Background: an optimization exercise with open tools, aiming at small area, a short achievable clock period and few clock cycles per item. Do not read the settings as production practice. In this exercise RTL edits were held to simulation tests only and were not proved equivalent to the original. Power is estimated from default activity; no workload was simulated.

Design row_activity_bound_checker, start of the top module:
module row_activity_bound_checker (
   input  logic        clock,
   input  logic        reset,
   input  logic        req_valid,
   output logic        req_ready,
   input  logic [31:0] req_coefficient,
   input  logic [31:0] req_var_low,
   input  logic        req_var_low_infinite,
   input  logic [31:0] req_var_high,
   input  logic        req_var_high_infinite,
   input  logic [31:0] req_row_low,
   input  logic        req_row_low_infinite,
   input  logic [31:0] req_row_high,
   input  logic        req_row_high_infinite,
   input  logic        req_last_term,
   output logic        rsp_valid,
   input  logic        rsp_ready,
   output logic [63:0] rsp_least_activity,
   output logic        rsp_min_unbounded,
   output logic [63:0] rsp_greatest_activity,
   output logic        rsp_max_unbounded,
   output logic [1:0]  rsp_verdict,
   input  logic        csr_write_en,
   input  logic [15:0] csr_write_data
);
Size: roughly 8900 cells after synthesis, roughly 0.099 mm2 of cells after synthesis.
export LEC_CHECK = 0
export CAP_MARGIN = 10
export CORE_MARGIN = 2
export CORE_UTILIZATION = 40
export SETUP_SLACK_MARGIN = 5
export SLEW_MARGIN = 10
export SYNTH_HIERARCHICAL = 1
export TNS_END_PERCENT = 10
create_clock -name core_clock -period 10.0 [get_ports {clock}]
standard.sh (not shown) runs the stock make flow with config.mk's settings and CLKGATE_MAP_FILE= SYNTH_SCRIPT=/design/flow/synth_recipe.tcl, a recipe that flattens the netlist after the stock synthesis.
==> flow/flow/run.sh <==
#!/bin/bash
set -euo pipefail
MARGIN=${RABC_SETUP_MARGIN:-5.8}
if grep -q 'SETUP_SLACK_MARGIN=' standard.sh; then
   sed -e "s/SETUP_SLACK_MARGIN=[^ ]*/SETUP_SLACK_MARGIN=${MARGIN}/" standard.sh > standard_margin.sh
else
   sed -e "s/ \"\${@:-finish}\"/ SETUP_SLACK_MARGIN=${MARGIN} \"\${@:-finish}\"/" standard.sh > standard_margin.sh
fi
bash standard_margin.sh > flow_make.log 2>&1
Testbench counts at the start, summed over its fixed seeds: cycles 24,070, terms 24,046.
Next try:
--- a/flow/flow/run.sh
+++ b/flow/flow/run.sh
@@ -3 +3 @@
-MARGIN=${RABC_SETUP_MARGIN:-5.8}
+MARGIN=${RABC_SETUP_MARGIN:-6.0}
- CAP_MARGIN: 10 -> 20
- SLEW_MARGIN: 10 -> 20
- TNS_END_PERCENT: 10 -> 100
Effect: The new run went through all stages and came out clean; clock-buffer cell count decreases by 12; first-iteration DRC count grows by 3.2%; routed wire length goes up by 2.6%; power climbs by 4.9%.
Next try:
--- a/flow/flow/run.sh
+++ b/flow/flow/run.sh
@@ -3 +3 @@
-MARGIN=${RABC_SETUP_MARGIN:-6.0}
+MARGIN=${RABC_SETUP_MARGIN:-5.6}
- CAP_MARGIN: 20 -> 10
- SLEW_MARGIN: 20 -> 10
- TNS_END_PERCENT: 100 -> 10
Effect:
- The new run produced a clean layout
- clock skew came out lower by 0.072 ns
- critical path depth went down by 10
- setup slack got worse by 0.10 ns
- power drops by a few percent
- clock-buffer cell count grows by 12
- cell count goes down by a few percent
- via count decreases by a few percent
- wire length drops by a few percent

---

row_activity_bound_checker, a different RTL version from the one above (not shown whole).
Size: about 96,000 µm² of cells after synthesis.
==> flow/config.mk <==
export PLATFORM = sky130hd
export DESIGN_NAME = row_activity_bound_checker
export DESIGN_NICKNAME = row_activity_bound_checker
export VERILOG_FILES = /design/flow/design.v
export SDC_FILE = /design/flow/constraint.sdc
export NUM_CORES = 4
export LEC_CHECK = 0
export CAP_MARGIN = 10
export CORE_MARGIN = 2
export CORE_UTILIZATION = 40
export SETUP_SLACK_MARGIN = 5
export SLEW_MARGIN = 10
export TNS_END_PERCENT = 10
==> flow/constraint.sdc <==
create_clock -name core_clock -period 10.0 [get_ports {clock}]
set_input_delay 2.0000 -clock core_clock [delete_from_list [all_inputs] [get_ports {clock}]]
set_output_delay 2.0000 -clock core_clock [all_outputs]
set_load 0.01 [all_outputs]
run.sh (not shown) runs the stock make flow with config.mk's settings and CLKGATE_MAP_FILE= SYNTH_SCRIPT=/design/flow/synth_recipe.tcl, a recipe that flattens the netlist after the stock synthesis.
Stock flow here: none of the scripts above is used.
Testbench counts at the start, summed over its fixed seeds: cycles 24,070, terms 24,046.
Next try:
==> flow/flow/run.sh (new file) <==
#!/bin/bash
set -euo pipefail
MARGIN=${RABC_SETUP_MARGIN:-5.4}
if grep -q 'SETUP_SLACK_MARGIN=' standard.sh; then
   sed -e "s/SETUP_SLACK_MARGIN=[^ ]*/SETUP_SLACK_MARGIN=${MARGIN}/" standard.sh > standard_margin.sh
else
   sed -e "s/ \"\${@:-finish}\"/ SETUP_SLACK_MARGIN=${MARGIN} \"\${@:-finish}\"/" standard.sh > standard_margin.sh
fi
bash standard_margin.sh > flow_make.log 2>&1
==> flow/standard.sh (new file) <==
#!/bin/bash
# synth_recipe.tcl (not shown) runs the flow's synth.tcl, then flattens the netlist and writes it again
# the make line also repeats each setting of config.mk as NAME=value (left out here)
make -C /OpenROAD-flow-scripts/flow DESIGN_CONFIG=/design/flow/config.mk WORK_HOME=/design/flow/orfs CLKGATE_MAP_FILE= SYNTH_SCRIPT=/design/flow/synth_recipe.tcl "${@:-finish}"
--- a/flow/config.mk
+++ b/flow/config.mk
@@ -7,7 +7,8 @@
 export LEC_CHECK = 0
-export CAP_MARGIN = 10
+export CAP_MARGIN = 20
 export CORE_MARGIN = 2
-export CORE_UTILIZATION = 40
+export CORE_UTILIZATION = 55
 export SETUP_SLACK_MARGIN = 5
-export SLEW_MARGIN = 10
-export TNS_END_PERCENT = 10
+export SLEW_MARGIN = 20
+export SYNTH_HIERARCHICAL = 1
+export TNS_END_PERCENT = 100
removed: flow/run.sh
=>
- worst setup slack gets worse by 0.020 ns
- non-clock buffer count increases by 99
- clock-buffer cell count increases by 1
- die area went down by 30%
- combinational power goes up by 9.9%
- cell count shrinks by 17%
- sequential power decreases by about 1%
- power goes up by 5.4%
- clock skew hardly moves
- global-route usage came out higher by 9.9 points
- via count came out lower by 4.8%

---

Setup of exp/pepper:
row_activity_bound_checker again, from the RTL that the note above started with.
Settings: LEC_CHECK=0, CAP_MARGIN=5, CORE_MARGIN=2, CORE_UTILIZATION=40, SETUP_SLACK_MARGIN=5, SLEW_MARGIN=5, SYNTH_HIERARCHICAL=1, TNS_END_PERCENT=100; clock period 10.0 ns.
Stock flow here: none of the scripts above is used.
Testbench counts of exp/pepper, summed over its fixed seeds: cycles 24,070, terms 24,046.
Modified inputs, exp/sierra compared to exp/pepper
diff --git a/flow/config.mk b/flow/config.mk
--- a/flow/config.mk
+++ b/flow/config.mk
@@ -7,8 +7,8 @@
 export LEC_CHECK = 0
-export CAP_MARGIN = 5
+export CAP_MARGIN = 10
 export CORE_MARGIN = 2
-export CORE_UTILIZATION = 40
+export CORE_UTILIZATION = 55
 export SETUP_SLACK_MARGIN = 5
-export SLEW_MARGIN = 5
+export SLEW_MARGIN = 10
 export SYNTH_HIERARCHICAL = 1
-export TNS_END_PERCENT = 100
+export TNS_END_PERCENT = 10
Notes after the runs:
- Against exp/pepper, exp/sierra comes in 0.03 ns lower on critical path data arrival time.
- Re amount of wire on met3 after detailed routing: exp/sierra is about 4.4% down on exp/pepper.
- In terms of hold slack, exp/pepper and exp/sierra differ only marginally.
- As far as via total after detailed routing is concerned, exp/sierra and exp/pepper perform about the same.
- Going from exp/pepper to exp/sierra, cell area fell 2300 sq um; largest net degree at the start of global routing fell 10%; setup slack fell 0.089 ns.
- First-pass GRT wire length is lower on exp/sierra
- In exp/sierra, first-pass iteration count of the detailed router is higher than in exp/pepper.
- Relative to exp/pepper, the path depth of the worst reg2reg path of exp/sierra is lower by 2.

---

row_activity_bound_checker again, from the RTL that the note above started with.
Settings: LEC_CHECK=0, CAP_MARGIN=10, CORE_MARGIN=2, CORE_UTILIZATION=40, SETUP_SLACK_MARGIN=5, SLEW_MARGIN=10, SYNTH_HIERARCHICAL=1, TNS_END_PERCENT=10; clock period 10.0 ns.
Testbench counts at the start, summed over its fixed seeds: cycles 24,070, terms 24,046.
Rerun with:
- CAP_MARGIN: 10 -> 20
- SLEW_MARGIN: 10 -> 20
- TNS_END_PERCENT: 10 -> 100
Result: Sequential power fell by about 1%. Die area stays the same. Register-to-register slack gets better by 20 ps. Power rose by 2.0%. Routed wire length hardly moves. Synthesized area stays the same. Hold slack is worse by 19 ps.

[separate check: timing with driven ports]
No port has a modelled driver above. Below, the same layouts with a new extraction and two added sets of constraints.
Step 1 sets driving cells, clkbuf_16 on the clock port and buf_2 on the other inputs (assumed; they add their load-dependent delay and slew).
Step 2 also shifts input and output timing later by t, the mid clock arrival at the registers, as if the neighbouring blocks saw the same clock.
Slacks: no drivers / after step 1 / after step 2; pairs: no drivers / after step 1.
run | shift t [ns] | setup WS [ns] | latest minus earliest clock arrival (ns)
the first run of note 1 | 0.849 | 5.391 / 5.391 / 5.391 | 0.070 / 0.070
the second run of note 1 | 0.890 | 5.373 / 5.373 / 5.373 | 0.140 / 0.140
the third run of note 1 | 0.849 | 5.270 / 5.270 / 5.270 | 0.068 / 0.068
the first run of note 2 | 0.852 | 4.998 / 4.998 / 4.998 | 0.070 / 0.070
the second run of note 2 | 0.849 | 4.978 / 4.978 / 4.875 | 0.079 / 0.079
exp/pepper | 0.853 | 5.045 / 5.045 / 5.045 | 0.104 / 0.104
exp/sierra | 0.839 | 4.957 / 4.957 / 4.749 | 0.064 / 0.063
the first run of note 4 | 0.880 | 5.037 / 5.037 / 5.037 | 0.089 / 0.088
the second run of note 4 | 0.854 | 5.057 / 5.057 / 5.057 | 0.104 / 0.104
After both steps setup and hold are still met in every run listed. For exp/sierra, which loses most, drivers alone change the setup slack by 0.000 ns; drivers and shift together by -0.208 ns.
